Context: an optimization exercise on an open-source flow, tuned for small area, a short achievable clock period and few clock cycles per item. The choices shown serve that exercise and are no tape-out recipe. At most, simulation tests tie the RTL to the original design; equivalence was not proved. Only the layout flow was run in runs 1 to 5 and 7; the RTL was not checked for function there. No activity file was given, so power comes from the tool's default toggle rates.

--- flow/flow/run.sh ---
#!/bin/bash
# Standard layout, except that the port buffers are the smallest buffer
# (buf_1) instead of the one buffer_ports picks by default.
set -euo pipefail
export BUFFER_PORTS_ARGS="-buffer_cell sky130_fd_sc_hd__buf_1"
bash standard.sh finish > standard_flow.log 2>&1
--- flow/standard.sh ---
#!/bin/bash
# synth_recipe.tcl (not shown) runs the flow's synth.tcl, then flattens the netlist and writes it again
# the make line also repeats each setting of config.mk as NAME=value (left out here)
make -C /OpenROAD-flow-scripts/flow DESIGN_CONFIG=/design/flow/config.mk WORK_HOME=/design/flow/orfs CLKGATE_MAP_FILE= SYNTH_SCRIPT=/design/flow/synth_recipe.tcl "${@:-finish}"
--- flow/config.mk ---
export PLATFORM = sky130hd
export DESIGN_NAME = radio_pairing_slave_fsm_top
export DESIGN_NICKNAME = radio_pairing_slave_fsm_top
export VERILOG_FILES = /design/flow/design.v
export SDC_FILE = /design/flow/constraint.sdc
export NUM_CORES = 4
export LEC_CHECK = 0
export CAP_MARGIN = 20
export CORE_MARGIN = 2
export CORE_UTILIZATION = 40
export SETUP_SLACK_MARGIN = 2
export SLEW_MARGIN = 20
--- flow/constraint.sdc ---
create_clock -name core_clock -period 5.5 [get_ports {clk}]
set_input_delay 1.1000 -clock core_clock [delete_from_list [all_inputs] [get_ports {clk}]]
set_output_delay 1.1000 -clock core_clock [all_outputs]
set_load 0.01 [all_outputs]
--- flow/design.v ---
`timescale 1ns / 1ps
package rpsf_pkg;
	localparam int unsigned ADDR_W  = 40;
	localparam int unsigned WORD_W  = 32;
	localparam int unsigned TIME_W  = 32;
	localparam int unsigned TMO_W   = 16;
	localparam int unsigned COUNT_W = 8;
	localparam int unsigned LEN_W   = 6;
	localparam int unsigned CMD_W   = 8;
	localparam int unsigned PHASE_W = 3;
	localparam int unsigned CFG_IDX_W = 3;
	localparam logic [CMD_W-1:0] CMD_REQUEST_CODE  = 8'd1;
	localparam logic [CMD_W-1:0] CMD_RESPONSE_CODE = 8'd2;
	localparam logic [CMD_W-1:0] CMD_PING_CODE     = 8'd3;
	localparam logic [CMD_W-1:0] CMD_PONG_CODE     = 8'd4;
	localparam logic [LEN_W-1:0] RESPONSE_LENGTH   = 6'd6;
	localparam logic [LEN_W-1:0] VERIFY_LENGTH     = 6'd8;
	localparam logic KIND_REQUEST = 1'b0;
	localparam logic KIND_PONG    = 1'b1;
	localparam logic [ADDR_W-1:0]  DEFAULT_ADDRESS_RST = 40'd733295205870;
	localparam logic [WORD_W-1:0]  DEVICE_ID_RST       = 32'd272914040;
	localparam logic [WORD_W-1:0]  HOST_MAGIC_RST      = 32'd0;
	localparam logic [WORD_W-1:0]  SLAVE_MAGIC_RST     = 32'd0;
	localparam logic [COUNT_W-1:0] VERIFY_TARGET_RST   = 8'd5;
	localparam logic [TMO_W-1:0]   RESPONSE_TMO_RST    = 16'd100;
	localparam logic [TMO_W-1:0]   VERIFY_TMO_RST      = 16'd5000;
	localparam logic [TMO_W-1:0]   SILENT_DONE_RST     = 16'd3000;
	localparam logic [COUNT_W-1:0] COUNT_MAX = {COUNT_W{1'b1}};
	typedef enum logic [PHASE_W-1:0] {
		PH_IDLE   = 3'd0,
		PH_SEND   = 3'd1,
		PH_WAIT   = 3'd2,
		PH_VERIFY = 3'd3,
		PH_DONE   = 3'd4
	} phase_t;
	typedef enum logic [CFG_IDX_W-1:0] {
		REG_DEFAULT_ADDRESS = 3'd0,
		REG_DEVICE_ID       = 3'd1,
		REG_HOST_MAGIC      = 3'd2,
		REG_SLAVE_MAGIC     = 3'd3,
		REG_VERIFY_TARGET   = 3'd4,
		REG_RESPONSE_TMO    = 3'd5,
		REG_VERIFY_TMO      = 3'd6,
		REG_SILENT_DONE     = 3'd7
	} cfg_reg_t;
endpackage
`timescale 1ns / 1ps
module radio_pairing_slave_fsm_top (
	input  logic                                 clk,
	input  logic                                 arst_n,
	input  logic                                 cfg_we,
	input  logic [rpsf_pkg::CFG_IDX_W-1:0]       cfg_index,
	input  logic [rpsf_pkg::ADDR_W-1:0]          cfg_data,
	input  logic                                 poll_valid,
	output logic                                 poll_ready,
	input  logic                                 poll_enable,
	input  logic [rpsf_pkg::TIME_W-1:0]          poll_now_ms,
	input  logic                                 poll_rx_valid,
	input  logic [rpsf_pkg::LEN_W-1:0]           poll_rx_length,
	input  logic [rpsf_pkg::CMD_W-1:0]           poll_rx_command,
	input  logic [rpsf_pkg::WORD_W-1:0]          poll_rx_magic,
	input  logic [rpsf_pkg::ADDR_W-1:0]          poll_rx_granted_address,
	output logic                                 result_valid,
	input  logic                                 result_ready,
	output logic                                 result_send_valid,
	output logic                                 result_send_kind,
	output logic [rpsf_pkg::WORD_W-1:0]          result_send_word,
	output logic [rpsf_pkg::ADDR_W-1:0]          result_send_address,
	output logic [rpsf_pkg::ADDR_W-1:0]          result_link_address,
	output logic                                 result_rx_flush,
	output logic [rpsf_pkg::PHASE_W-1:0]         result_phase,
	output logic [rpsf_pkg::COUNT_W-1:0]         result_verify_count,
	output logic                                 result_finish
);
	logic [rpsf_pkg::ADDR_W-1:0]  default_address_q;
	logic [rpsf_pkg::WORD_W-1:0]  device_id_q;
	logic [rpsf_pkg::WORD_W-1:0]  host_magic_q;
	logic [rpsf_pkg::WORD_W-1:0]  slave_magic_q;
	logic [rpsf_pkg::COUNT_W-1:0] verify_target_q;
	logic [rpsf_pkg::TMO_W-1:0]   response_tmo_q;
	logic [rpsf_pkg::TMO_W-1:0]   verify_tmo_q;
	logic [rpsf_pkg::TMO_W-1:0]   silent_done_q;
	logic [rpsf_pkg::PHASE_W-1:0] phase_q;
	logic [rpsf_pkg::TIME_W-1:0]  time_q;
	logic [rpsf_pkg::COUNT_W-1:0] count_q;
	logic                         goal_q;
	logic [rpsf_pkg::ADDR_W-1:0]  link_q;
	logic                         valid_q;
	logic                         send_q;
	logic                         event_q;
	logic                         init1_q, init2_q;
	logic [7:0]                   cfg_en;
	logic [rpsf_pkg::ADDR_W-1:0]  cfg_wd [8];
	logic                         fire;
	logic                         in_idle, in_send, in_wait, in_verify, in_done;
	logic                         resp_ok, ping_ok;
	logic [rpsf_pkg::TMO_W-1:0]   now_lo, now_hi, tim_lo, tim_hi;
	logic [rpsf_pkg::TMO_W-1:0]   hi_same, hi_next, csa_s, csa_c;
	logic                         lo_ok, hi_ne, lo_gt;
	logic [rpsf_pkg::TMO_W-1:0]   limit;
	logic                         expired;
	logic [rpsf_pkg::COUNT_W-1:0] count_inc;
	logic [rpsf_pkg::PHASE_W-1:0] phase_d;
	function automatic logic [rpsf_pkg::ADDR_W-1:0] cfg_rst(input int i);
		case (i)
			0: cfg_rst = rpsf_pkg::DEFAULT_ADDRESS_RST;
			1: cfg_rst = rpsf_pkg::ADDR_W'(rpsf_pkg::DEVICE_ID_RST);
			2: cfg_rst = rpsf_pkg::ADDR_W'(rpsf_pkg::HOST_MAGIC_RST);
			3: cfg_rst = rpsf_pkg::ADDR_W'(rpsf_pkg::SLAVE_MAGIC_RST);
			4: cfg_rst = rpsf_pkg::ADDR_W'(rpsf_pkg::VERIFY_TARGET_RST);
			5: cfg_rst = rpsf_pkg::ADDR_W'(rpsf_pkg::RESPONSE_TMO_RST);
			6: cfg_rst = rpsf_pkg::ADDR_W'(rpsf_pkg::VERIFY_TMO_RST);
			default: cfg_rst = rpsf_pkg::ADDR_W'(rpsf_pkg::SILENT_DONE_RST);
		endcase
	endfunction
	function automatic logic carry_out(input logic [rpsf_pkg::TMO_W-1:0] a,
			input logic [rpsf_pkg::TMO_W-1:0] b, input logic cin);
		logic [rpsf_pkg::TMO_W-1:0] g, p;
		g = a & b;
		p = a | b;
		g[0] = g[0] | (p[0] & cin);
		for (int s = 1; s < rpsf_pkg::TMO_W; s = s * 2) begin
			for (int i = 0; i + 2 * s <= rpsf_pkg::TMO_W; i = i + 2 * s) begin
				g[i + 2 * s - 1] = g[i + 2 * s - 1] | (p[i + 2 * s - 1] & g[i + s - 1]);
				p[i + 2 * s - 1] = p[i + 2 * s - 1] & p[i + s - 1];
			end
		end
		carry_out = g[rpsf_pkg::TMO_W-1];
	endfunction
	assign poll_ready = !valid_q || result_ready;
	assign fire       = poll_valid && poll_ready;
	always_ff @(posedge clk or negedge arst_n) begin
		if (!arst_n) begin
			init1_q <= 1'b0;
			init2_q <= 1'b0;
		end else begin
			init1_q <= 1'b1;
			init2_q <= init1_q;
		end
	end
	always_comb begin
		for (int i = 0; i < 8; i++) begin
			cfg_en[i] = !init1_q || (cfg_we && (cfg_index == i));
			cfg_wd[i] = (cfg_data & {rpsf_pkg::ADDR_W{init1_q}})
				| (cfg_rst(i) & {rpsf_pkg::ADDR_W{!init1_q}});
		end
	end
	always_ff @(posedge clk) begin
		if (cfg_en[rpsf_pkg::REG_DEFAULT_ADDRESS])
			default_address_q <= cfg_wd[rpsf_pkg::REG_DEFAULT_ADDRESS];
		if (cfg_en[rpsf_pkg::REG_DEVICE_ID])
			device_id_q <= cfg_wd[rpsf_pkg::REG_DEVICE_ID][rpsf_pkg::WORD_W-1:0];
		if (cfg_en[rpsf_pkg::REG_HOST_MAGIC])
			host_magic_q <= cfg_wd[rpsf_pkg::REG_HOST_MAGIC][rpsf_pkg::WORD_W-1:0];
		if (cfg_en[rpsf_pkg::REG_SLAVE_MAGIC])
			slave_magic_q <= cfg_wd[rpsf_pkg::REG_SLAVE_MAGIC][rpsf_pkg::WORD_W-1:0];
		if (cfg_en[rpsf_pkg::REG_VERIFY_TARGET])
			verify_target_q <= cfg_wd[rpsf_pkg::REG_VERIFY_TARGET][rpsf_pkg::COUNT_W-1:0];
		if (cfg_en[rpsf_pkg::REG_RESPONSE_TMO])
			response_tmo_q <= cfg_wd[rpsf_pkg::REG_RESPONSE_TMO][rpsf_pkg::TMO_W-1:0];
		if (cfg_en[rpsf_pkg::REG_VERIFY_TMO])
			verify_tmo_q <= cfg_wd[rpsf_pkg::REG_VERIFY_TMO][rpsf_pkg::TMO_W-1:0];
		if (cfg_en[rpsf_pkg::REG_SILENT_DONE])
			silent_done_q <= cfg_wd[rpsf_pkg::REG_SILENT_DONE][rpsf_pkg::TMO_W-1:0];
	end
	assign in_idle   = (phase_q == rpsf_pkg::PH_IDLE);
	assign in_send   = (phase_q == rpsf_pkg::PH_SEND);
	assign in_wait   = (phase_q == rpsf_pkg::PH_WAIT);
	assign in_verify = (phase_q == rpsf_pkg::PH_VERIFY);
	assign in_done   = (phase_q == rpsf_pkg::PH_DONE);
	assign resp_ok = poll_rx_valid && (poll_rx_length == rpsf_pkg::RESPONSE_LENGTH)
		&& (poll_rx_command == rpsf_pkg::CMD_RESPONSE_CODE);
	assign ping_ok = poll_rx_valid && (poll_rx_length == rpsf_pkg::VERIFY_LENGTH)
		&& (poll_rx_command == rpsf_pkg::CMD_PING_CODE) && (poll_rx_magic == host_magic_q);
	assign limit     = in_wait ? response_tmo_q : (goal_q ? silent_done_q : verify_tmo_q);
	assign expired   = hi_ne || lo_gt;
	assign now_lo  = poll_now_ms[rpsf_pkg::TMO_W-1:0];
	assign now_hi  = poll_now_ms[rpsf_pkg::TIME_W-1:rpsf_pkg::TMO_W];
	assign tim_lo  = time_q[rpsf_pkg::TMO_W-1:0];
	assign tim_hi  = time_q[rpsf_pkg::TIME_W-1:rpsf_pkg::TMO_W];
	assign lo_ok   = carry_out(now_lo, ~tim_lo, 1'b1);
	assign hi_same = ~(now_hi ^ tim_hi);
	assign hi_next = {hi_same[rpsf_pkg::TMO_W-1:1] ~^ (now_hi[rpsf_pkg::TMO_W-2:0] | ~tim_hi[rpsf_pkg::TMO_W-2:0]),
		~hi_same[0]};
	assign hi_ne   = lo_ok ? !(&hi_same) : !(&hi_next);
	assign csa_s   = now_lo ^ ~tim_lo ^ ~limit;
	assign csa_c   = (now_lo & ~tim_lo) | (now_lo & ~limit) | (~tim_lo & ~limit);
	assign lo_gt   = !(!csa_c[rpsf_pkg::TMO_W-1] ^ carry_out(csa_s, {csa_c[rpsf_pkg::TMO_W-2:0], 1'b1}, 1'b0) ^ lo_ok);
	assign count_inc = (count_q != rpsf_pkg::COUNT_MAX) ? count_q + 1'b1 : count_q;
	always_comb begin
		phase_d = phase_q;
		if (!poll_enable) begin
			phase_d = rpsf_pkg::PH_IDLE;
		end else begin
			case (phase_q)
				rpsf_pkg::PH_IDLE: phase_d = rpsf_pkg::PH_SEND;
				rpsf_pkg::PH_SEND: phase_d = rpsf_pkg::PH_WAIT;
				rpsf_pkg::PH_WAIT: begin
					if (resp_ok)
						phase_d = rpsf_pkg::PH_VERIFY;
					else if (expired)
						phase_d = rpsf_pkg::PH_SEND;
				end
				rpsf_pkg::PH_VERIFY: begin
					if (!ping_ok && expired)
						phase_d = goal_q ? rpsf_pkg::PH_DONE : rpsf_pkg::PH_SEND;
				end
				rpsf_pkg::PH_DONE: phase_d = rpsf_pkg::PH_DONE;
				default: phase_d = rpsf_pkg::PH_IDLE;
			endcase
		end
	end
	always_ff @(posedge clk or negedge arst_n) begin
		if (!arst_n) begin
			phase_q <= rpsf_pkg::PH_IDLE;
			count_q <= '0;
			valid_q <= 1'b0;
		end else begin
			if (fire) begin
				phase_q <= phase_d;
				if (poll_enable) begin
					if (in_idle || (in_wait && resp_ok))
						count_q <= '0;
					else if (in_verify && ping_ok)
						count_q <= count_inc;
				end
			end
			if (fire)
				valid_q <= 1'b1;
			else if (result_ready)
				valid_q <= 1'b0;
		end
	end
	always_ff @(posedge clk) begin
		if (!init2_q || (fire && poll_enable && (in_idle || in_send)))
			link_q <= default_address_q;
		else if (fire && poll_enable && in_wait && resp_ok)
			link_q <= poll_rx_granted_address;
	end
	always_ff @(posedge clk) begin
		if (fire) begin
			if (!((in_wait && !resp_ok) || (in_verify && !ping_ok)))
				time_q <= poll_now_ms;
			if (in_wait && resp_ok)
				goal_q <= 1'b0;
			else if (in_verify && ping_ok)
				goal_q <= goal_q || (count_inc >= verify_target_q);
			send_q  <= poll_enable && (in_send || (in_verify && ping_ok));
			event_q <= poll_enable && ((in_wait && resp_ok) || in_done);
		end
	end
	assign result_valid        = valid_q;
	assign result_send_valid   = send_q;
	assign result_send_kind    = send_q && phase_q[0];
	assign result_send_word    = !send_q ? '0 : (phase_q[0] ? slave_magic_q : device_id_q);
	assign result_send_address = send_q ? link_q : '0;
	assign result_link_address = link_q;
	assign result_rx_flush     = event_q && !phase_q[2];
	assign result_phase        = phase_q;
	assign result_verify_count = count_q;
	assign result_finish       = event_q && phase_q[2];
endmodule
==> results of run 1 <==
power breakdown:
group          leakage, nW  switching [mW]  internal, mW
clock network        0.547           0.864          1.44
logic                 2.85           0.576         0.397
registers             2.70          0.0857          2.54
logic make-up after synthesis:
family                     count (synthesis)  synth area share, %
and+or+nand+nor                          302                 13.1
DFF                                      281                 61.6
buffers and inverters                    101                 2.81
muxes                                     99                 7.77
AOI/OAI and AO/OA                         87                 4.17
adders and majority gates                 72                 7.49
xor gates and xnor gates                  48                 3.09
other                                      1               0.0276
sequential cells by signal, indices dropped and copies added (netlist names), 3 cells and up:
name / flops
verify_target_q: 8
verify_tmo_q: 16
host_magic_q: 32
device_id_q: 32
count_q: 8
default_address_q: 40
time_q: 32
phase_q: 3
silent_done_q: 16
slave_magic_q: 32
response_tmo_q: 16
link_q: 40
repair_timing:
action,in CTS,in global routing
resized for setup,6,18
setup buffers,5,12
hold endpoints to repair,0,0
pin swaps,1,2
setup endpoints to repair,80,23
cloned,2,0
Yosys cell counts (4+ instances only):
cell type,instances,share of area (%)
edfxtp_1,267,59
and2_1,78,3.6
inv_1,69,1.9
ha_1,55,5.1
mux2i_1,50,3.7
mux2_2,48,4.0
nand2b_1,45,2.1
nor2b_1,40,1.8
xor2_1,32,2.1
nand2_1,30,0.83
clkbuf_1,29,0.80
nor2_1,27,0.75
o21ai_0,23,0.85
a21oi_1,22,0.81
nor4_1,22,1.0
fa_1,16,2.4
xnor2_1,16,1.0
dfrtp_1,14,2.6
nand3_1,10,0.37
nand4_1,8,0.37
nor3_1,8,0.29
o31ai_1,8,0.44
and3_1,7,0.32
and2b_1,5,0.28
nor3b_1,5,0.28
o21a_1,4,0.22
or4_1,4,0.22
worst max path at each step:
stage	startpoint	endpoint
6_report	goal_q	phase_q[1]
5_1_grt	phase_q[2]	phase_q[1]
4_1_cts	phase_q[1]	phase_q[1]
3_5_place_dp	poll_rx_magic[16]	time_q[5]
3_3_place_gp	poll_rx_magic[16]	time_q[10]
2_1_floorplan	phase_q[2]	phase_q[1]
metal layers:
layer	vias up	GRT usage [%]
met4	4	6.46
met5	-	0
met1	4330	26.4
met3	56	3.46
met2	300	30.7
li1	4229	-
through the flow:
step / instance area [um2] / std cells
after floorplan: 13700 / 991
after global placement: 15400 / 1719
after detailed placement: 15400 / 1719
after CTS: 16600 / 1781
after global routing: 16700 / 1793
final: 16700 / 1795
cell type report:
cell class,count,share of cell area (%)
Sequential cell,281,50.0
Multi-Input combinational cell,611,30.1
Timing Repair Buffer,329,8.21
Clock buffer,36,4.93
Tap cell,448,3.35
Clock inverter,19,1.85
Inverter,69,1.55
Antenna cell,2,0.0299
==> results.toml, run 1 <==
[die]
die_x_um = 188
rows = 67
core-area_um2 = 33500
start_util_pct = 40.5
die_h_um = 188
dieArea_um2 = 35500
ioPinCount = 297

[worst_hold_path]
hold_class = "register to register"
hold_depth = 1
hold_end = "link_q[39]"
min_from = "default_address_q[39]"

[layout]
fill_cells = 3017
fin_util_pct = 49.9
area_growth_pct = 23.2
nets = 1561
seq_area_um2 = 8370
multiInputGateArea_um2 = 5040
final_cell_mix = "296 x buf_1, 267 x edfxtp_1, 78 x and2_1, 69 x inv_1, 55 x ha_1"
final_common_cell = "buf_1"
drive_above_1_share_pct = 12.8

[sta]
tns_ps = 0
drv_slew = 0
hold_viol_final = 0
setup_viol = 0
max_slew_margin_pct = 34.8
fin_crit_sh_pct = 65.7
worst_pin_slew_ps = 970
whs_ps = 543
rsz0062_at_grt = "yes"
finalCriticalPeriod_ps = 3610
fin_ws_ps = 1890
max_freq_mhz = 277
fin_skew_ps = 10.8

[yosys]
ys_warn_count = 2
synth_ff_type = "edfxtp_1"
synth_nets = 1230
synth_cell_types = 61
async_reset_ff_share_pct = 4.98
synth_edf_count = 267
syn_area_per_cell_um2 = 13.7
synth-seq-cells = 281
syn_inst = 991
syn_area_um2 = 13600
yosysSeqAreaShare_pct = 61.6

[critical_path]
path_depth = 14
critPathTopFamily = "simple AND/OR/NAND/NOR gates"
reg2reg_slack_ps = 1890
cp-end-kind = "register"
r2r-start = "goal_q"
crit_path_cell_trace = "buf_4, buf_4, mux2i_1, nor2_1, a21oi_2, fa_1, nor2b_1, o211ai_1, a311oi_2, or4_4, nand4_4, mux2_4, nor3b_2, o21ai_0"
crit_arrival_ps = 4030
required_ps = 5920
cp-start-kind = "register"
slowest_stage = "or4_4"
cp_max_fo = 7
worst-path-buf-inv = 2
max_stage_delay_ps = 560
critical_path.most_common_cell = "buf_4"
crit_type = "register to register"
rr_worst_depth = 14
r2r_end = "phase_q[1]"

[power]
p_per_area_nw_per_um2 = 353
p_total_mw = 5.91
p_leak_nw = 6.10
ir_worst_vdd_mv = 0.274

[clocking]
cts_hold_buf = 0
cts_made_buffers = 30
insertion_delay_ps = 550
root_buffer = "clkbuf_16"
cts_sinks = 281
cts_buffer_depth = 3
clk_pin_slew_worst_paths_ps = 70
htreeDepth = 1
cts_tree = "built"

[placement]
place_hpwl_um = 24000
gp_congestion = 0.870
dp_slack_ps = 1320
io_buffers = 296

[grt]
grt_max_degree = 47
grt_pass1_wl_um = 51900
antenna_found_initial = 3
first_global_vias = 8939
grt_usage_pct = 19.1
gr-total-overflow = 0

[routing]
drc = 0
route.top_layer_used = "met5"
vias = 8919
post_drt_wl_per_cell_um = 19.4
wl_met1_um = 15500
ant_nets = 0
drtPass1Iterations = 5
drt_iter0_markers = 415
dr_wl_met2_um = 16100
avgViaCountPerCell = 4.97
wl_met3_um = 2190
wirelength_um = 34900

[flow_run]
drv_cap = 0

[outcome]
status = "complete, no violations"
==> inputs of run 2 (changes only) <==
--- a/flow/config.mk
+++ b/flow/config.mk
@@ -10,3 +10,3 @@
 export CORE_UTILIZATION = 40
-export SETUP_SLACK_MARGIN = 2
+export SETUP_SLACK_MARGIN = 3
 export SLEW_MARGIN = 20
==> run 2 against run 1 <==
  * Still clean on timing, DRC and antenna
  * Sequential power about the same
  * Die area unchanged
  * Core utilization rose by 6.1 points
  * Clock skew is 11 ps higher
  * Critical path type unchanged
==> results.toml, run 2 <==
[outcome]
status = "complete, no violations"

[layout]
drive_above_1_share_pct = 28.3
seq_area_um2 = 8370
multiInputGateArea_um2 = 5540
design_area_um2 = 18800
reg_top3 = "default_address_q (40), link_q (40)"
fin_util_pct = 56.0
finalNonFillerCells = 1867
fill_cells = 2797
final_common_cell = "edfxtp_1"
nets = 1634
area_growth_pct = 38.2
final_cell_mix = "267 x edfxtp_1, 213 x buf_1, 68 x inv_1, 60 x buf_6, 54 x ha_1"

[die]
die_h_um = 188
core-area_um2 = 33500
ioPinCount = 297
rows = 67
die_x_um = 188
dieArea_um2 = 35500
start_util_pct = 40.5

[yosys]
synthAdderAreaFrac_pct = 7.49
yosys-top-cells-count = "267 x edfxtp_1, 78 x and2_1, 69 x inv_1"
synth_ff_type = "edfxtp_1"
synth_xor_area_share_pct = 3.09
synth-seq-cells = 281
synthTopCellsByArea = "edfxtp_1 59%, ha_1 5.1%, mux2_2 4.0%"
ys_warn_count = 2
synth_top_family_by_area = "simple AND/OR/NAND/NOR gates"
synth_nets = 1230
yosysMostFrequentCell = "edfxtp_1"
syn_area_per_cell_um2 = 13.7
yosysSeqAreaShare_pct = 61.6
synth_edf_count = 267
synth_cell_types = 61
syn_inst = 991
yosys.area.top_type = "edfxtp_1"
yosysTopAreaCellShare_pct = 59.0
async_reset_ff_share_pct = 4.98
synthMuxAreaShare_pct = 7.77
synth_compound_area_share_pct = 4.17
syn_area_um2 = 13600
synth_simple_gate_area_share_pct = 13.1

[sta]
fin_ws_ps = 1880
rsz0062_at_grt = "yes"
finalCriticalPeriod_ps = 3620
worst_pin_slew_ps = 908
fin_crit_sh_pct = 65.9
setup_viol = 0
tns_ps = 0
max_slew_margin_pct = 39.5
whs_ps = 544
drv_slew = 0
hold_viol_final = 0
fin_skew_ps = 21.8
max_freq_mhz = 276

[power]
p_total_mw = 6.24
p_switching_mw = 1.69
p_per_area_nw_per_um2 = 332
seqPwrFrac_pct = 42.3
p_leak_nw = 7.22
p_sw_share_pct = 27.0
p_clk_share_pct = 34.6
pwr-share-comb_pct = 23.2
ir_worst_vdd_mv = 0.304
cellInternalPower_mw = 4.55

[critical_path]
crit_type = "register to register"
cp-start-kind = "register"
required_ps = 5940
crit_arrival_ps = 4060
cp-end-kind = "register"
cp_max_fo = 5

[clocking]
cts_hold_buf = 0
root_buffer = "clkbuf_16"
cts_sinks = 281
insertion_delay_ps = 580
htreeDepth = 1
cts_tree = "built"
cts_made_buffers = 30
cts_buffer_depth = 3
clk_pin_slew_worst_paths_ps = 60

[placement]
dpl_cell_area_um2 = 15400
dp.cells = 1716
place_hpwl_um = 24100
io_buffers = 296
gp_congestion = 0.846
dp_slack_ps = 1410

[grt]
antenna_found_initial = 3
first_global_vias = 9410
grt_pass1_wl_um = 58000
grt_usage_pct = 21.9
gr-total-overflow = 0
grt_max_degree = 40

[flow_run]
drv_cap = 0

[routing]
wirelength_um = 40900
ant_nets = 0
avgViaCountPerCell = 5.12
drt_iter0_markers = 562
post_drt_wl_per_cell_um = 21.9
drc = 0
drtPass1Iterations = 5
vias = 9554

[worst_hold_path]
hold_class = "register to register"
-- run 2: critical path: stages, from the launching register on --
cell	delay (ps)
dfrtp_2	400
nand2b_4	200
nor2_4	260
buf_6	150
a21oi_4	60
fa_1	510
or2b_4	230
o31ai_4	60
or4b_4	520
or4_4	440
nand4_4	130
mux2_4	320
nor3b_2	150
o21ai_1	70
-- run 2: logic make-up (layout without fill, tap and decap cells) --
kind of cell,after synthesis,after routing
AOI/OAI and AO/OA,87,90
xor gates and xnor gates,48,48
adders and majority gates,72,72
buffers and inverters,101,522
DFF,281,281
muxes,99,99
other,1,2
and+or+nand+nor,302,305
-- run 2: what timing repair did --
| action | 4_1_cts | 5_1_grt |
|---|---|---|
| pin swaps | 12 | 25 |
| resized for setup | 146 | 199 |
| gates cloned | 20 | 4 |
| buffers inserted | 41 | 30 |
| endpoints found under the setup margin | 204 | 226 |
-- run 2: per-layer routing --
| metal | vias up | track usage, % | routed length [um] |
|---|---|---|---|
| met2 | 302 | 35.3 | 19600 |
| li1 | 4401 | - | - |
| met5 | - | 0 | 27 |
| met3 | 65 | 3.76 | 2360 |
| met1 | 4782 | 30.4 | 17900 |
| met4 | 4 | 6.76 | 935 |
-- run 2: power groups by stage --
stage               combinational [mW]  sequential, mW  clock [mW]
finish                            1.44            2.63        2.16
global route                      1.56            2.65        2.28
CTS                               1.25            2.63        2.20
detailed placement               0.927            2.68           0
global placement                 0.912            2.68           0
floorplan                        0.619            2.66           0
-- run 2: final cells by class --
type                       count  area share [%]
sequential                   281            44.6
multi-input combinational    615            29.5
timing repair buffer         398            15.9
clock buffer                  33            4.06
tap                          448            2.98
clock inverter                22            1.57
inverter                      69            1.42
antenna                        1          0.0133
-- run 2: path summary, 6_finish.rpt --
path | from | to | slack, ps | cells past startpoint
setup / recovery | phase_q[2] | phase_q[1] | 1880 | 13
hold / removal | default_address_q[21] | link_q[21] | 540 | 1
setup reg to reg | phase_q[2] | phase_q[1] | 1880 | 13
hold reg to reg | default_address_q[21] | link_q[21] | 540 | 1
max in group asynchronous | arst_n | phase_q[2] | 4240 | 1
min in group asynchronous | arst_n | init2_q | 640 | 1
==> inputs of run 3 (changes only) <==
--- a/flow/config.mk
+++ b/flow/config.mk
@@ -9,4 +9,5 @@
 export CORE_MARGIN = 2
-export CORE_UTILIZATION = 40
-export SETUP_SLACK_MARGIN = 3
+export CORE_UTILIZATION = 65
+export CTS_CLUSTER_DIAMETER = 100
+export CTS_CLUSTER_SIZE = 24
 export SLEW_MARGIN = 20
==> run 3 against run 2 <==
  * Still clean
  * First-iteration DRC count rose by 15%
  * Sequential cell count did not move
  * Final cell count fell by 16%
  * Sequential share of layout area rose by 9.2 points
  * Clock skew fell by 3.5 ps
  * Wire length fell by 24%
  * Fmax fell by 15%
  * Count of clock-buffer cells in the layout fell by 9
  * Worst setup slack got worse by 660 ps
  * Die area fell by 38%
  * Largest cell class unchanged
==> results.toml, run 3 <==
[sta]
setup_viol = 0
max_freq_mhz = 234
drv_slew = 0
tns_ps = 0
worst_pin_slew_ps = 1020
fin_skew_ps = 18.3
max_slew_margin_pct = 31.7
rsz0062_at_grt = "no"
hold_viol_final = 0
fin_crit_sh_pct = 77.9
whs_ps = 545
fin_ws_ps = 1220
finalCriticalPeriod_ps = 4280

[die]
ioPinCount = 297
start_util_pct = 66.7
dieArea_um2 = 22100
rows = 52
core-area_um2 = 20400
die_h_um = 149
die_x_um = 149

[critical_path]
critPathTopFamily = "simple AND/OR/NAND/NOR gates"
cp-start-kind = "register"
max_stage_delay_ps = 540
crit_arrival_ps = 4670
crit_path_cell_trace = "nand2b_1, nor2_1, buf_4, nor2_1, a21oi_1, fa_1, or2b_2, o31ai_1, or4b_1, or4_1, nand4_2, mux2_4, nor3b_1, o21ai_0"
cp-end-kind = "register"
slowest_stage = "or4b_1"
crit_type = "register to register"
cp_max_fo = 11
worst-path-buf-inv = 1
critical_path.most_common_cell = "nor2_1"
required_ps = 5890

[clocking]
cts_tree = "built"
clk_pin_slew_worst_paths_ps = 100
htreeDepth = 1
cts-resized-gates = 0
insertion_delay_ps = 490
cts_setup_buffers = 0
cts_sinks = 281
root_buffer = "clkbuf_16"
cts_hold_buf = 0
cts_buffer_depth = 3
cts_made_buffers = 15

[routing]
post_drt_wl_per_cell_um = 19.8
drt_iter0_markers = 647
wirelength_um = 31000
drc = 0
ant_nets = 0
avgViaCountPerCell = 5.57
drtPass1Iterations = 7
vias = 8741

[yosys]
syn_area_per_cell_um2 = 13.7
synth_edf_count = 267
synth_xor_area_share_pct = 3.09
synth_ff_type = "edfxtp_1"
synth_cell_types = 61
synth-seq-cells = 281
synth_nets = 1230
synthAdderAreaFrac_pct = 7.49
synth_compound_area_share_pct = 4.17
syn_inst = 991
yosys.area.top_type = "edfxtp_1"
yosysSeqAreaShare_pct = 61.6
synthTopCellsByArea = "edfxtp_1 59%, ha_1 5.1%, mux2_2 4.0%"
syn_area_um2 = 13600
yosysMostFrequentCell = "edfxtp_1"
synth_simple_gate_area_share_pct = 13.1
async_reset_ff_share_pct = 4.98
yosys-top-cells-count = "267 x edfxtp_1, 78 x and2_1, 69 x inv_1"
ys_warn_count = 2
synth_top_family_by_area = "simple AND/OR/NAND/NOR gates"
synthMuxAreaShare_pct = 7.77
yosysTopAreaCellShare_pct = 59.0

[power]
p_leak_nw = 5.66
p_per_area_nw_per_um2 = 303
p_total_mw = 4.72
ir_worst_vdd_mv = 0.241

[layout]
final_common_cell = "buf_1"
nets = 1527
finalNonFillerCells = 1568
final_cell_mix = "296 x buf_1, 267 x edfxtp_1, 78 x and2_1, 69 x inv_1, 55 x ha_1"
area_growth_pct = 14.5
design_area_um2 = 15600
drive_above_1_share_pct = 7.48
fin_util_pct = 76.4
reg_top3 = "default_address_q (40), link_q (40)"
fill_cells = 1356

[outcome]
status = "complete, no violations"

[placement]
gp_congestion = 0.852
dp_slack_ps = 1280
dp.cells = 1539
place_hpwl_um = 22500
io_buffers = 296
dpl_cell_area_um2 = 15100

[grt]
first_global_vias = 8623
grt_pass1_wl_um = 46700
grt_usage_pct = 27.7
grt_max_degree = 75
gr-total-overflow = 0
antenna_found_initial = 2

[flow_run]
drv_cap = 0

[worst_hold_path]
hold_class = "register to register"
run 3: logic make-up after synthesis:
group / count (synthesis)
DFF: 281
buffers and inverters: 101
adders and majority gates: 72
muxes: 99
other: 1
xor gates and xnor gates: 48
AOI/OAI and AO/OA: 87
and+or+nand+nor: 302
run 3: path summary, 6_finish.rpt:
check,cells past startpoint,to,start,slack [ps]
max,14,phase_q[1],phase_q[2],1220
max reg2reg,14,phase_q[1],phase_q[2],1220
min reg2reg,1,link_q[39],default_address_q[39],540
min,1,link_q[39],default_address_q[39],540
min in group asynchronous,1,count_q[0],arst_n,690
max in group asynchronous,1,init1_q,arst_n,4220
run 3: layout make-up:
class,instances,area (um2),area share [%]
antenna,2,5.00,0.0322
clock buffer,24,409,2.63
clock inverter,1,8.76,0.0563
inverter,69,259,1.66
multi-input combinational,609,4920,31.6
sequential,281,8370,53.8
tap,270,338,2.17
timing repair buffer,312,1260,8.09
run 3: where the power goes:
part	internal, mW	switching (mW)
registers	2.54	0.0808
logic	0.375	0.549
clock network	0.521	0.656
run 3: metal layers:
| layer | vias up | routed length, um | global-route usage, % |
|---|---|---|---|
| li1 | 4145 | - | - |
| met1 | 4215 | 12600 | 37.2 |
| met2 | 336 | 15300 | 47.4 |
| met3 | 45 | 2420 | 5.40 |
| met4 | 0 | 667 | 6.38 |
| met5 | - | 0 | 0 |
==> inputs of run 4 (changes only) <==
--- a/flow/config.mk
+++ b/flow/config.mk
@@ -12,2 +12,3 @@
 export CTS_CLUSTER_SIZE = 24
+export SETUP_SLACK_MARGIN = 2
 export SLEW_MARGIN = 20
==> run 4 against run 3 <==
  * Largest power group unchanged
  * Final area grew 2.0%
  * Critical path type unchanged
  * Synthesized cell count stayed put
  * Die area stayed put
  * Still clean
==> results.toml, run 4 <==
[die]
start_util_pct = 66.7
die_x_um = 149
ioPinCount = 297
rows = 52
dieArea_um2 = 22100
die_h_um = 149
core-area_um2 = 20400

[flow_run]
drv_cap = 0

[critical_path]
r2r_end = "phase_q[0]"
r2r-start = "phase_q[2]"
cp_max_fo = 6
worst-path-buf-inv = 4
slowest_stage = "fa_1"
path_depth = 16
cp-start-kind = "register"
reg2reg_slack_ps = 1830
crit_arrival_ps = 4050
rr_worst_depth = 16
crit_path_cell_trace = "nand2b_4, buf_4, nor2_4, buf_6, buf_4, a21oi_2, fa_1, nand2b_4, nand4_1, a311oi_2, or4_4, nand4_4, buf_4, nor3b_2, a31oi_1, a221o_1"
critPathTopFamily = "simple AND/OR/NAND/NOR gates"
cp-end-kind = "register"
max_stage_delay_ps = 550
crit_type = "register to register"
required_ps = 5880
critical_path.most_common_cell = "buf_4"

[grt]
antenna_found_initial = 1
grt_max_degree = 75
grt_usage_pct = 28.2
first_global_vias = 8849
grt_pass1_wl_um = 47400
gr-total-overflow = 0

[worst_hold_path]
hold_class = "register to register"
hold_end = "link_q[35]"
hold_depth = 1
min_from = "default_address_q[35]"

[sta]
fin_ws_ps = 1830
tns_ps = 0
setup_viol = 0
hold_viol_final = 0
drv_slew = 0
rsz0062_at_grt = "yes"
max_freq_mhz = 272
fin_skew_ps = 16.0
fin_crit_sh_pct = 66.8
max_slew_margin_pct = 30.7
finalCriticalPeriod_ps = 3670
worst_pin_slew_ps = 1040

[power]
p_leak_nw = 5.79
p_per_area_nw_per_um2 = 302
ir_worst_vdd_mv = 0.226

[layout]
final_common_cell = "buf_1"
seq_area_um2 = 8370
multiInputGateArea_um2 = 5080
drive_above_1_share_pct = 10.7
area_growth_pct = 16.8
reg_top3 = "default_address_q (40), link_q (40)"
final_cell_mix = "296 x buf_1, 267 x edfxtp_1, 78 x and2_1, 69 x inv_1, 55 x ha_1"
fill_cells = 1303
nets = 1549
fin_util_pct = 77.9

[yosys]
syn_area_per_cell_um2 = 13.7
synth_nets = 1230
yosys.area.top_type = "edfxtp_1"
syn_area_um2 = 13600
synth_cell_types = 61
yosysMostFrequentCell = "edfxtp_1"
yosysSeqAreaShare_pct = 61.6
synth_edf_count = 267
ys_warn_count = 2
syn_inst = 991
synth-seq-cells = 281
async_reset_ff_share_pct = 4.98
yosys-top-cells-count = "267 x edfxtp_1, 78 x and2_1, 69 x inv_1"
synthTopCellsByArea = "edfxtp_1 59%, ha_1 5.1%, mux2_2 4.0%"
synth_ff_type = "edfxtp_1"
yosysTopAreaCellShare_pct = 59.0

[outcome]
status = "complete, no violations"

[placement]
dp_slack_ps = 1410
gp_congestion = 0.874
place_hpwl_um = 22200
io_buffers = 296

[routing]
avgViaCountPerCell = 5.67
ant_nets = 0
wirelength_um = 31800
post_drt_wl_per_cell_um = 20.1
vias = 8988
drtPass1Iterations = 6
drt_iter0_markers = 755
drc = 0

[clocking]
cts_made_buffers = 15
clk_pin_slew_worst_paths_ps = 100
insertion_delay_ps = 490
cts_tree = "built"
cts_sinks = 281
htreeDepth = 1
root_buffer = "clkbuf_16"
cts_buffer_depth = 3
-- run 4: cell counts after synthesis --
Identical to the previous run, type by type.
-- run 4: routing by layer --
layer,vias up,track usage (%),part of all wire (%)
li1,4195,-,-
met1,4353,38.7,41
met2,383,47.7,49
met3,55,4.85,7.6
met4,2,6.86,2.4
met5,-,0,0.041
-- run 4: worst max-delay path by stage --
stage	from	endpoint	slack, ps
after global placement	poll_rx_magic[16]	time_q[14]	1480
final	phase_q[2]	phase_q[0]	1830
after CTS	phase_q[2]	phase_q[1]	1950
after global routing	phase_q[2]	phase_q[0]	1660
after detailed placement	phase_q[2]	phase_q[1]	1410
after floorplan	phase_q[2]	phase_q[1]	1900
-- run 4: final cells by class --
cell class / instances / share of cell area [%]
clock inverters: 1 / 0.0552
diodes: 1 / 0.0158
clock buffers: 19 / 2.46
inverters: 69 / 1.63
multi-input cells: 611 / 32.0
flip-flops and latches: 281 / 52.8
well taps: 270 / 2.13
repair buffers: 332 / 8.93
-- run 4: cell families (layout without fill, tap and decap cells) --
kind of cell    count (synthesis)  after routing  share of synthesized area [%]
buf+inv                       101            421                           2.81
xor+xnor                       48             48                           3.09
flops                         281            281                           61.6
mux                            99             99                           7.77
fa+ha+maj                      72             72                           7.49
simple gates                  302            304                           13.1
compound gates                 87             87                           4.17
other cells                     1              2                         0.0276
-- run 4: metrics by stage --
step / hold slack (ps) / power [mW] / std cells / instance area [um2]
4_1_cts: 551 / 4.73 / 1570 / 15700
6_report: 542 / 4.79 / 1584 / 15900
2_1_floorplan: 352 / 3.27 / 991 / 13700
5_1_grt: 564 / 5.00 / 1583 / 15900
3_5_place_dp: 533 / 3.58 / 1537 / 15100
3_3_place_gp: 526 / 3.55 / 1537 / 15100
-- run 4: report_power, final --
part	switching (mW)	total (mW)	internal, mW
combinational	0.599	1.03	0.426
sequential	0.0820	2.62	2.54
clock	0.640	1.15	0.507
total	1.32	4.79	3.47
-- run 4: timing repair --
| item | CTS | global route |
|---|---|---|
| cloned | 2 | 0 |
| pin swaps | 3 | 14 |
| resized for setup | 8 | 26 |
| endpoints found under the setup margin | 36 | 4 |
| setup buffers | 11 | 12 |
| hold buffers | 0 | 0 |
==> inputs of run 5 (changes only) <==
--- a/flow/config.mk
+++ b/flow/config.mk
@@ -12,3 +12,3 @@
 export CTS_CLUSTER_SIZE = 24
-export SETUP_SLACK_MARGIN = 2
+export SETUP_SLACK_MARGIN = 2.5
 export SLEW_MARGIN = 20
==> run 5 against run 4 <==
  * Sequential power is essentially flat
  * Final cell count did not move
  * Critical endpoint is now phase_q[1]
  * Total power grew 0.94%
  * Critical path depth is 1 lower
  * Highest routed layer unchanged
  * Sequential share of layout area is 0.29 points lower
  * Via count down 0.27%
  * First-iteration DRC count decreased by 0.93%
  * Register-to-register slack better by 100 ps
  * Worst setup slack better by 100 ps
  * Largest power group unchanged
==> results.toml, run 5 <==
[power]
p_leak_nw = 5.82
p_total_mw = 4.84
ir_worst_vdd_mv = 0.315
p_per_area_nw_per_um2 = 303

[clocking]
insertion_delay_ps = 490
root_buffer = "clkbuf_16"
cts_buffer_depth = 3
clk_pin_slew_worst_paths_ps = 100
htreeDepth = 1
cts_hold_buf = 0
cts_sinks = 281
cts_tree = "built"
cts_made_buffers = 15

[layout]
nets = 1547
final_common_cell = "buf_1"
finalNonFillerCells = 1584
reg_top3 = "default_address_q (40), link_q (40)"
final_cell_mix = "296 x buf_1, 267 x edfxtp_1, 78 x and2_1, 69 x inv_1, 55 x ha_1"
area_growth_pct = 17.4
design_area_um2 = 16000
fin_util_pct = 78.4
drive_above_1_share_pct = 11.1

[critical_path]
endpoint = "phase_q[1]"
cp-end-kind = "register"
required_ps = 5880
crit_start = "phase_q[1]"
crit_arrival_ps = 3950
r2r-start = "phase_q[1]"
max_stage_delay_ps = 540
slowest_stage = "fa_1"
r2r_end = "phase_q[1]"
cp_max_fo = 16
crit_type = "register to register"
reg2reg_slack_ps = 1930
cp-start-kind = "register"
rr_worst_depth = 15
crit_path_cell_trace = "nand2b_4, buf_4, nor2_4, buf_12, nand2_1, o21ai_0, fa_1, a21oi_1, a21oi_1, or4b_4, or4_4, nand4_4, mux2_4, nor3b_2, o21ai_0"

[routing]
ant_nets = 0
vias = 8964
avgViaCountPerCell = 5.66
drc = 0
drt_iter0_markers = 748
post_drt_wl_per_cell_um = 20.2
wirelength_um = 32100
drtPass1Iterations = 6

[grt]
grt_usage_pct = 28.8
grt_max_degree = 75
first_global_vias = 8891
gr-total-overflow = 0
grt_pass1_wl_um = 48300
antenna_found_initial = 3

[sta]
drv_slew = 0
fin_skew_ps = 18.6
whs_ps = 555
hold_viol_final = 0
max_freq_mhz = 280
finalCriticalPeriod_ps = 3570
worst_pin_slew_ps = 1050
rsz0062_at_grt = "yes"
fin_ws_ps = 1930
tns_ps = 0
setup_viol = 0
fin_crit_sh_pct = 64.9
max_slew_margin_pct = 29.5

[yosys]
ys_warn_count = 2
yosys.area.top_type = "edfxtp_1"
syn_area_per_cell_um2 = 13.7
synth_nets = 1230
synth-seq-cells = 281
synth_cell_types = 61
synth_edf_count = 267
synthTopCellsByArea = "edfxtp_1 59%, ha_1 5.1%, mux2_2 4.0%"
yosysSeqAreaShare_pct = 61.6
yosysTopAreaCellShare_pct = 59.0
synth_ff_type = "edfxtp_1"
yosys-top-cells-count = "267 x edfxtp_1, 78 x and2_1, 69 x inv_1"
yosysMostFrequentCell = "edfxtp_1"
async_reset_ff_share_pct = 4.98
syn_inst = 991
syn_area_um2 = 13600

[die]
ioPinCount = 297
core-area_um2 = 20400
die_h_um = 149
rows = 52
die_x_um = 149
dieArea_um2 = 22100
start_util_pct = 66.7

[flow_run]
drv_cap = 0

[placement]
dp_slack_ps = 1350
dp.cells = 1536
place_hpwl_um = 22000
dpl_cell_area_um2 = 15100
gp_congestion = 0.882
io_buffers = 296

[outcome]
status = "complete, no violations"

[worst_hold_path]
hold_class = "register to register"
-- run 5: layout make-up --
class,count,area (um2)
diodes,2,5.00
clock buffers,19,390
clock inverters,2,35.0
fillers,1352,4400
inverters,69,259
multi-input cells,613,5140
flip-flops and latches,281,8380
well taps,270,338
repair buffers,328,1420
-- run 5: routing by layer --
layer	part of all wire (%)	track usage, %
met2	49	47.4
met1	41	38.4
met3	8.4	7.88
met5	0.090	0
met4	2.4	7.52
-- run 5: kinds of logic after synthesis --
family / count (synthesis) / share of synthesized area, %
compound gates: 87 / 4.17
buf+inv: 101 / 2.81
simple gates: 302 / 13.1
mux: 99 / 7.77
flops: 281 / 61.6
fa+ha+maj: 72 / 7.49
other cells: 1 / 0.0276
xor+xnor: 48 / 3.09
-- run 5: critical path, delay by kind of cell, from the launching register on --
| family | cells | cell delay, ps |
|---|---|---|
| flip-flops | 1 | 430 |
| buffers and inverters | 2 | 290 |
| AO/OA/AOI/OAI | 4 | 420 |
| adder cells (fa/ha/maj) | 1 | 540 |
| multiplexers | 1 | 320 |
| AND/OR/NAND/NOR | 7 | 1450 |
-- run 5: where the power goes --
group	internal [mW]	switching (mW)	total [mW]
sequential	2.54	0.0774	2.62
combinational	0.428	0.602	1.03
clock	0.553	0.638	1.19
-- run 5: what timing repair did --
action,4_1_cts,5_1_grt
gates cloned,4,0
setup endpoints to repair,148,145
pin swaps,4,3
hold endpoints to repair,0,0
setup buffers,14,5
resized for setup,28,16
-- run 5: worst min path at each step --
stage                          startpoint         end  slack (ps)  cells past startpoint
finish              default_address_q[24]  link_q[24]         550                      1
global route         default_address_q[1]   link_q[1]         560                      1
CTS                 default_address_q[24]  link_q[24]         550                      1
detailed placement                valid_q     valid_q         530                      2
global placement                  valid_q     valid_q         520                      2
floorplan                         init1_q     init2_q         350                      0
==> inputs of run 6 (changes only) <==
--- a/flow/design.v
+++ b/flow/design.v
@@ -102,3 +102,4 @@
 	logic [rpsf_pkg::COUNT_W-1:0] count_inc;
-	logic [rpsf_pkg::PHASE_W-1:0] phase_d;
+	logic [rpsf_pkg::PHASE_W-1:0] phase_d, phase_n, phase_x;
+	logic                         lim_resp_q;
 	function automatic logic [rpsf_pkg::ADDR_W-1:0] cfg_rst(input int i);
@@ -174,3 +175,3 @@
 		&& (poll_rx_command == rpsf_pkg::CMD_PING_CODE) && (poll_rx_magic == host_magic_q);
-	assign limit     = in_wait ? response_tmo_q : (goal_q ? silent_done_q : verify_tmo_q);
+	assign limit     = lim_resp_q ? response_tmo_q : (goal_q ? silent_done_q : verify_tmo_q);
 	assign expired   = hi_ne || lo_gt;
@@ -190,21 +191,34 @@
 	always_comb begin
-		phase_d = phase_q;
+		phase_n = phase_q;
+		phase_x = phase_q;
 		if (!poll_enable) begin
-			phase_d = rpsf_pkg::PH_IDLE;
+			phase_n = rpsf_pkg::PH_IDLE;
+			phase_x = rpsf_pkg::PH_IDLE;
 		end else begin
 			case (phase_q)
-				rpsf_pkg::PH_IDLE: phase_d = rpsf_pkg::PH_SEND;
-				rpsf_pkg::PH_SEND: phase_d = rpsf_pkg::PH_WAIT;
+				rpsf_pkg::PH_IDLE: begin
+					phase_n = rpsf_pkg::PH_SEND;
+					phase_x = rpsf_pkg::PH_SEND;
+				end
+				rpsf_pkg::PH_SEND: begin
+					phase_n = rpsf_pkg::PH_WAIT;
+					phase_x = rpsf_pkg::PH_WAIT;
+				end
 				rpsf_pkg::PH_WAIT: begin
-					if (resp_ok)
-						phase_d = rpsf_pkg::PH_VERIFY;
-					else if (expired)
-						phase_d = rpsf_pkg::PH_SEND;
+					phase_n = resp_ok ? rpsf_pkg::PH_VERIFY : rpsf_pkg::PH_WAIT;
+					phase_x = resp_ok ? rpsf_pkg::PH_VERIFY : rpsf_pkg::PH_SEND;
 				end
 				rpsf_pkg::PH_VERIFY: begin
-					if (!ping_ok && expired)
-						phase_d = goal_q ? rpsf_pkg::PH_DONE : rpsf_pkg::PH_SEND;
-				end
-				rpsf_pkg::PH_DONE: phase_d = rpsf_pkg::PH_DONE;
-				default: phase_d = rpsf_pkg::PH_IDLE;
+					phase_n = rpsf_pkg::PH_VERIFY;
+					phase_x = ping_ok ? rpsf_pkg::PH_VERIFY
+						: (goal_q ? rpsf_pkg::PH_DONE : rpsf_pkg::PH_SEND);
+				end
+				rpsf_pkg::PH_DONE: begin
+					phase_n = rpsf_pkg::PH_DONE;
+					phase_x = rpsf_pkg::PH_DONE;
+				end
+				default: begin
+					phase_n = rpsf_pkg::PH_IDLE;
+					phase_x = rpsf_pkg::PH_IDLE;
+				end
 			endcase
@@ -212,2 +226,3 @@
 	end
+	assign phase_d = expired ? phase_x : phase_n;
 	always_ff @(posedge clk or negedge arst_n) begin
@@ -247,2 +262,3 @@
 				goal_q <= goal_q || (count_inc >= verify_target_q);
+			lim_resp_q <= in_send || (in_wait && !resp_ok);
 			send_q  <= poll_enable && (in_send || (in_verify && ping_ok));
--- a/flow/config.mk
+++ b/flow/config.mk
@@ -12,3 +12,3 @@
 export CTS_CLUSTER_SIZE = 24
-export SETUP_SLACK_MARGIN = 2.5
+export SETUP_SLACK_MARGIN = 2
 export SLEW_MARGIN = 20
==> run 6 against run 5 <==
  * Still clean on timing, DRC and antenna
  * Final area fell by 2.7%
  * Combinational power decreased by 14%
  * Register-to-register slack better by 60 ps
  * Fmax up 1.6%
  * Largest cell class unchanged
  * Highest routed layer unchanged
==> results.toml, run 6 <==
[outcome]
status = "complete, no violations"

[grt]
first_global_vias = 8398
grt_usage_pct = 27.1
antenna_found_initial = 5
grt_pass1_wl_um = 45300
grt_max_degree = 75
gr-total-overflow = 0

[power]
p_leak_nw = 5.57
p_clk_share_pct = 24.5
cellInternalPower_mw = 3.41
p_sw_share_pct = 26.7
p_switching_mw = 1.24
pwr-share-comb_pct = 19.1
seqPwrFrac_pct = 56.5
ir_worst_vdd_mv = 0.327
p_per_area_nw_per_um2 = 300

[critical_path]
r2r-start = "goal_q"
crit_arrival_ps = 3880
reg2reg_slack_ps = 1980
rr_worst_depth = 13
cp_max_fo = 10
cp-end-kind = "register"
r2r_end = "phase_q[0]"
required_ps = 5860
cp-start-kind = "register"
crit_type = "register to register"

[sta]
drv_slew = 0
fin_skew_ps = 22.0
setup_viol = 0
max_slew_margin_pct = 30.8
finalCriticalPeriod_ps = 3520
fin_crit_sh_pct = 63.9
hold_viol_final = 0
tns_ps = 0
max_freq_mhz = 284
worst_pin_slew_ps = 1030
rsz0062_at_grt = "yes"

[routing]
drc = 0
avgViaCountPerCell = 5.55
drtPass1Iterations = 5
drt_iter0_markers = 636
ant_nets = 0
wirelength_um = 30000
vias = 8575
post_drt_wl_per_cell_um = 19.4

[yosys]
yosys.area.top_type = "edfxtp_1"
yosys-top-cells-count = "268 x edfxtp_1, 78 x and2_1, 72 x inv_1"
synthTopCellsByArea = "edfxtp_1 60%, ha_1 5.1%, mux2i_1 3.7%"
async_reset_ff_share_pct = 4.96
yosysSeqAreaShare_pct = 62.5
synth_nets = 1205
yosysTopAreaCellShare_pct = 59.9
yosysMostFrequentCell = "edfxtp_1"
syn_inst = 966
syn_area_um2 = 13400
synth_cell_types = 54
synth_ff_type = "edfxtp_1"
syn_area_per_cell_um2 = 13.9
synth_edf_count = 268
ys_warn_count = 2
synth-seq-cells = 282

[clocking]
cts_tree = "built"
insertion_delay_ps = 490
cts_buffer_depth = 3
clk_pin_slew_worst_paths_ps = 90
cts_hold_buf = 0
htreeDepth = 1
root_buffer = "clkbuf_16"
cts_made_buffers = 15
cts_sinks = 282

[die]
start_util_pct = 66.4
die_x_um = 148
core-area_um2 = 20200
ioPinCount = 297
rows = 52
dieArea_um2 = 21800
die_h_um = 148

[worst_hold_path]
hold_end = "valid_q"
hold_depth = 2
hold_class = "register to register"
min_from = "valid_q"

[flow_run]
drv_cap = 0

[layout]
drive_above_1_share_pct = 7.86
final_common_cell = "buf_1"
area_growth_pct = 15.5
fin_util_pct = 76.7
reg_top3 = "default_address_q (40), link_q (40)"
final_cell_mix = "296 x buf_1, 268 x edfxtp_1, 78 x and2_1, 71 x inv_1, 55 x ha_1"
nets = 1507

[placement]
gp_congestion = 0.843
place_hpwl_um = 21400
io_buffers = 296
-- run 6: how the worst max path moves through the flow --
| stage | startpoint | end | slack [ps] | cells past startpoint |
|---|---|---|---|---|
| floorplan | cfg_index[0] | default_address_q[0] | 1970 | 2 |
| global placement | lim_resp_q | phase_q[0] | 1330 | 11 |
| detailed placement | lim_resp_q | phase_q[0] | 1300 | 11 |
| CTS | poll_rx_magic[29] | time_q[12] | 1930 | 7 |
| global route | goal_q | phase_q[0] | 1880 | 13 |
| finish | goal_q | phase_q[0] | 1980 | 13 |
-- run 6: power groups by stage --
stage	registers, mW	clock network [mW]	logic, mW
2_1_floorplan	2.67	0	0.555
3_3_place_gp	2.68	0	0.822
5_1_grt	2.65	1.23	0.979
4_1_cts	2.63	1.15	0.879
3_5_place_dp	2.68	0	0.839
6_report	2.63	1.14	0.887
-- run 6: kinds of logic after synthesis --
family | count (synthesis) | share of synthesized area (%)
buffers and inverters | 104 | 2.94
other | 1 | 0.0279
muxes | 93 | 7.33
AOI/OAI and AO/OA | 85 | 4.01
adders and majority gates | 72 | 7.59
DFF | 282 | 62.5
and+or+nand+nor | 276 | 12.2
xor gates and xnor gates | 53 | 3.45
-- run 6: critical path, stage by stage, from the launching register on --
cell and delay, ps:
edfxtp_1 380, buf_12 150, buf_4 190, mux2i_1 240, o21ai_1 120, fa_1 520
nand2_1 70, a211oi_2 260, o221ai_2 140, a221oi_2 350, xor2_2 260, mux2i_2 360
nor4_1 90, a221o_1 260
-- run 6: layout make-up --
type | instances | area (um2)
diodes | 3 | 7.51
flip-flops and latches | 282 | 8400
repair buffers | 317 | 1340
well taps | 270 | 338
inverters | 72 | 270
clock buffers | 20 | 394
multi-input cells | 580 | 4770
fillers | 1360 | 4710
clock inverters | 1 | 8.76
-- run 6: layer usage --
metal  routed length [um]  vias up  track usage (%)  share of wire [%]
li1                     -     4064                -                  -
met3                 2640       46             5.62                8.8
met2                14200      359             44.5                 47
met4                  571        4             6.15                1.9
met5                   24        -                0              0.080
met1                12600     4102             38.0                 42
-- run 6: per-stage QoR --
| stage | total power [mW] | cell area, um2 | setup WS (ps) | instances | hold slack [ps] |
|---|---|---|---|---|---|
| 2_1_floorplan | 3.22 | 13500 | 1970 | 966 | 352 |
| 3_3_place_gp | 3.50 | 14900 | 1330 | 1511 | 518 |
| 3_5_place_dp | 3.52 | 14900 | 1300 | 1511 | 527 |
| 4_1_cts | 4.66 | 15500 | 1930 | 1540 | 552 |
| 5_1_grt | 4.85 | 15500 | 1880 | 1543 | 564 |
| 6_report | 4.66 | 15500 | 1980 | 1545 | 539 |
-- run 6: what timing repair did --
item / in CTS / in global routing
endpoints found under the setup margin: 35 / 33
gates resized for setup: 8 / 9
pin swaps: 4 / 4
setup buffers: 8 / 1
Testbench counts of run 6, summed over its fixed seeds: cycles 24,008, items 24,000.
==> inputs of run 7 (changes only) <==
--- a/flow/design.v
+++ b/flow/design.v
@@ -98,3 +98,3 @@
 	logic [rpsf_pkg::TMO_W-1:0]   hi_same, hi_next, csa_s, csa_c;
-	logic                         lo_ok, hi_ne, lo_gt;
+	logic                         lo_ok, hi_ne;
 	logic [rpsf_pkg::TMO_W-1:0]   limit;
@@ -103,3 +103,7 @@
 	logic [rpsf_pkg::PHASE_W-1:0] phase_d, phase_n, phase_x;
-	logic                         lim_resp_q;
+	logic                         lim_resp_q, lim_resp_d, lim_resp_n;
+	logic                         goal_d, goal_n;
+	logic [rpsf_pkg::TMO_W-1:0]   limit_n_q;
+	logic                         cfg_wr_q;
+	logic                         lo_cout, expired0, expired1;
 	function automatic logic [rpsf_pkg::ADDR_W-1:0] cfg_rst(input int i);
@@ -130,3 +134,3 @@
 	endfunction
-	assign poll_ready = !valid_q || result_ready;
+	assign poll_ready = (!valid_q || result_ready) && !cfg_wr_q;
 	assign fire       = poll_valid && poll_ready;
@@ -175,4 +179,12 @@
 		&& (poll_rx_command == rpsf_pkg::CMD_PING_CODE) && (poll_rx_magic == host_magic_q);
-	assign limit     = lim_resp_q ? response_tmo_q : (goal_q ? silent_done_q : verify_tmo_q);
-	assign expired   = hi_ne || lo_gt;
+	assign lim_resp_d = in_send || (in_wait && !resp_ok);
+	assign goal_d     = (in_wait && resp_ok) ? 1'b0
+		: ((in_verify && ping_ok) ? (goal_q || (count_inc >= verify_target_q)) : goal_q);
+	assign lim_resp_n = fire ? lim_resp_d : lim_resp_q;
+	assign goal_n     = fire ? goal_d : goal_q;
+	assign limit      = lim_resp_n ? response_tmo_q : (goal_n ? silent_done_q : verify_tmo_q);
+	always_ff @(posedge clk) begin
+		limit_n_q <= ~limit;
+		cfg_wr_q  <= cfg_we;
+	end
 	assign now_lo  = poll_now_ms[rpsf_pkg::TMO_W-1:0];
@@ -186,5 +198,8 @@
 	assign hi_ne   = lo_ok ? !(&hi_same) : !(&hi_next);
-	assign csa_s   = now_lo ^ ~tim_lo ^ ~limit;
-	assign csa_c   = (now_lo & ~tim_lo) | (now_lo & ~limit) | (~tim_lo & ~limit);
-	assign lo_gt   = !(!csa_c[rpsf_pkg::TMO_W-1] ^ carry_out(csa_s, {csa_c[rpsf_pkg::TMO_W-2:0], 1'b1}, 1'b0) ^ lo_ok);
+	assign csa_s   = now_lo ^ ~tim_lo ^ limit_n_q;
+	assign csa_c   = (now_lo & ~tim_lo) | (now_lo & limit_n_q) | (~tim_lo & limit_n_q);
+	assign lo_cout = carry_out(csa_s, {csa_c[rpsf_pkg::TMO_W-2:0], 1'b1}, 1'b0);
+	assign expired0 = hi_ne || !(!csa_c[rpsf_pkg::TMO_W-1] ^ lo_ok);
+	assign expired1 = hi_ne || (!csa_c[rpsf_pkg::TMO_W-1] ^ lo_ok);
+	assign expired  = lo_cout ? expired1 : expired0;
 	assign count_inc = (count_q != rpsf_pkg::COUNT_MAX) ? count_q + 1'b1 : count_q;
@@ -226,3 +241,3 @@
 	end
-	assign phase_d = expired ? phase_x : phase_n;
+	assign phase_d = lo_cout ? (expired1 ? phase_x : phase_n) : (expired0 ? phase_x : phase_n);
 	always_ff @(posedge clk or negedge arst_n) begin
@@ -258,7 +273,4 @@
 				time_q <= poll_now_ms;
-			if (in_wait && resp_ok)
-				goal_q <= 1'b0;
-			else if (in_verify && ping_ok)
-				goal_q <= goal_q || (count_inc >= verify_target_q);
-			lim_resp_q <= in_send || (in_wait && !resp_ok);
+			goal_q <= goal_d;
+			lim_resp_q <= lim_resp_d;
 			send_q  <= poll_enable && (in_send || (in_verify && ping_ok));
--- a/flow/config.mk
+++ b/flow/config.mk
@@ -12,3 +12,3 @@
 export CTS_CLUSTER_SIZE = 24
-export SETUP_SLACK_MARGIN = 2
+export SETUP_SLACK_MARGIN = 2.5
 export SLEW_MARGIN = 20
==> run 7 against run 6 <==
  * Sequential cell count up 17
  * Sequential share of layout area shrank 1.7 points
  * Total power rose by 13%
  * Global-route usage rose by 1.6 points
  * Combinational power rose by 29%
  * Fmax increased by 10%
  * Clock skew grew 2.3 ps
  * Worst hold slack lost 100 ps
  * Sequential power increased by 7%
  * First-iteration DRC count rose by 17%
  * Die area increased by 4.5%
  * Non-clock buffer count is 15 higher
  * Largest power group unchanged
==> results.toml, run 7 <==
[layout]
final_cell_mix = "285 x buf_1, 266 x edfxtp_1, 79 x and2_1, 69 x inv_1, 52 x ha_1"
area_growth_pct = 18.4
drive_above_1_share_pct = 10.6
final_common_cell = "buf_1"
reg_top3 = "default_address_q (40), link_q (40)"
design_area_um2 = 16600
fin_util_pct = 78.7
nets = 1582

[clocking]
cts_buffer_depth = 3
htreeDepth = 1
clk_pin_slew_worst_paths_ps = 90
cts_made_buffers = 16
insertion_delay_ps = 510
cts_tree = "built"
root_buffer = "clkbuf_16"
cts_sinks = 299
cts_hold_buf = 0

[sta]
tns_ps = 0
setup_viol = 0
drv_slew = 0
fin_skew_ps = 24.3
whs_ps = 435
worst_pin_slew_ps = 1070
rsz0062_at_grt = "yes"
max_freq_mhz = 313
hold_viol_final = 0
fin_crit_sh_pct = 58.1
finalCriticalPeriod_ps = 3190
max_slew_margin_pct = 28.5

[die]
rows = 53
ioPinCount = 297
dieArea_um2 = 22800
core-area_um2 = 21200
start_util_pct = 66.5
die_h_um = 151
die_x_um = 151

[yosys]
synth_nets = 1263
syn_area_per_cell_um2 = 13.7
ys_warn_count = 2
yosysTopAreaCellShare_pct = 56.8
yosysSeqAreaShare_pct = 62.0
yosysMostFrequentCell = "edfxtp_1"
synthTopCellsByArea = "edfxtp_1 57%, ha_1 4.9%, and2_1 3.6%"
synth-seq-cells = 299
synth_edf_count = 266
synth_ff_type = "edfxtp_1"
yosys.area.top_type = "edfxtp_1"
syn_area_um2 = 14100
async_reset_ff_share_pct = 4.68
synth_cell_types = 67
syn_inst = 1024
yosys-top-cells-count = "266 x edfxtp_1, 81 x and2_1, 76 x inv_1"

[routing]
ant_nets = 0
vias = 9337
drtPass1Iterations = 5
post_drt_wl_per_cell_um = 20.7
wirelength_um = 33800
drt_iter0_markers = 747
avgViaCountPerCell = 5.73
drc = 0

[placement]
gp_congestion = 0.902
place_hpwl_um = 23400
io_buffers = 296
dpl_cell_area_um2 = 15600

[grt]
grt_max_degree = 65
grt_pass1_wl_um = 49100
grt_usage_pct = 28.7
antenna_found_initial = 2
gr-total-overflow = 0
first_global_vias = 8956

[critical_path]
worst-path-buf-inv = 2
cp-start-kind = "primary input"
max_stage_delay_ps = 550
crit_path_cell_trace = "buf_4, inv_2, ha_2, or4_4, or4b_4, a211oi_4, or4_4, nor2_1, mux2_4, o21a_1"
crit_type = "primary input to register"
critical_path.most_common_cell = "or4_4"
required_ps = 5900
crit_arrival_ps = 3590
slowest_stage = "or4_4"
cp_max_fo = 3
critPathTopFamily = "simple AND/OR/NAND/NOR gates"
cp-end-kind = "register"

[worst_hold_path]
hold_class = "register to register"

[outcome]
status = "complete, no violations"

[power]
ir_worst_vdd_mv = 0.223
p_per_area_nw_per_um2 = 315
p_leak_nw = 5.95

[flow_run]
drv_cap = 0
==> run 7: timing repair <==
item | 4_1_cts | 5_1_grt
pin swaps | 27 | 26
cloned | 3 | 2
resized for setup | 42 | 43
setup buffers | 16 | 10
endpoints found under the setup margin | 118 | 75
==> run 7: layout make-up <==
class / count / area, um2
flip-flops and latches: 299 / 8730
repair buffers: 332 / 1480
inverters: 78 / 303
multi-input cells: 616 / 5320
clock inverters: 2 / 16.3
fillers: 1320 / 4510
well taps: 275 / 344
clock buffers: 26 / 459
diodes: 1 / 2.50
==> run 7: stage by stage <==
| stage | power [mW] | worst slack [ps] | cells |
|---|---|---|---|
| after floorplan | 3.50 | 2140 | 1024 |
| after global placement | 3.81 | 1740 | 1567 |
| after detailed placement | 3.85 | 1660 | 1569 |
| after CTS | 5.18 | 2330 | 1616 |
| after global routing | 5.45 | 2280 | 1628 |
| final | 5.24 | 2310 | 1629 |
==> run 7: metal layers <==
metal | routed length (um) | vias to the layer above | track usage [%]
met1 | 13600 | 4567 | 38.6
li1 | - | 4324 | -
met5 | 13 | - | 0
met3 | 2560 | 60 | 5.84
met2 | 16700 | 384 | 48.3
met4 | 892 | 2 | 7.62
==> run 7: path summary, 6_finish.rpt <==
check / startpoint / to / slack, ps / cells past startpoint
max: poll_now_ms[14] / phase_q[1] / 2310 / 10
min: response_tmo_q[9] / limit_n_q[9] / 430 / 1
max reg2reg: limit_n_q[11] / phase_q[1] / 2550 / 9
min reg2reg: response_tmo_q[9] / limit_n_q[9] / 430 / 1
max in group asynchronous: arst_n / phase_q[0] / 4160 / 1
min in group asynchronous: arst_n / count_q[4] / 680 / 1
==> run 7: logic make-up (layout without fill, tap and decap cells) <==
logic type | after synthesis | after routing | share of synthesized area (%)
AOI/OAI and AO/OA | 122 | 126 | 6.37
xor gates and xnor gates | 51 | 51 | 3.18
adders and majority gates | 75 | 75 | 7.45
buffers and inverters | 114 | 438 | 3.10
DFF | 299 | 299 | 62.0
muxes | 75 | 75 | 5.73
other | 1 | 2 | 0.0267
and+or+nand+nor | 287 | 288 | 12.2
==> run 7: report_power, final <==
group	switching [mW]	total, mW	internal, mW
Combinational	0.635	1.14	0.503
Clock	0.705	1.29	0.586
Sequential	0.113	2.81	2.70

## afterwards: timing with drivers on the ports
The results above use ideal ports. As a check the final layouts listed here were re-extracted and re-timed, cells and wires unchanged. Step 1 (the two cells are an assumption about what drives the block):
set clk [get_ports {clk}]
set_driving_cell -lib_cell sky130_fd_sc_hd__clkbuf_16 $clk
set_driving_cell -lib_cell sky130_fd_sc_hd__buf_2 [delete_from_list [all_inputs] $clk]
Step 2 moves the port delays by t, midway between the first and last clock arrival at a register: inputs arrive t later, outputs are due t later. That takes back most of the time a late clock gives input paths. Slacks: ideal / step 1 / step 2; pairs: ideal / step 1.
run	t (ns)	slack for setup (ns)	hold WS [ns]	slew at the worst register clock pin (ns)	pins driven straight from the clock port
run 1	0.597	1.887 / 1.887 / 1.509	0.543 / 0.543 / 0.543	0.07 / 0.07	1
run 2	0.613	1.877 / 1.877 / 1.557	0.544 / 0.544 / 0.544	0.07 / 0.07	1
run 3	0.532	1.217 / 1.217 / 1.217	0.545 / 0.545 / 0.545	0.10 / 0.10	1
run 4	0.528	1.827 / 1.827 / 1.541	0.542 / 0.542 / 0.542	0.10 / 0.10	1
run 5	0.526	1.929 / 1.929 / 1.540	0.555 / 0.555 / 0.555	0.10 / 0.10	1
run 6	0.523	1.985 / 1.985 / 1.500	0.539 / 0.539 / 0.539	0.10 / 0.10	1
run 7	0.548	2.305 / 2.327 / 1.779	0.435 / 0.435 / 0.435	0.10 / 0.10	1
After both steps setup and hold are still met in every run listed. The setup slack of run 7, which loses most, moves by +0.022 ns with the drivers and by -0.526 ns with both steps.
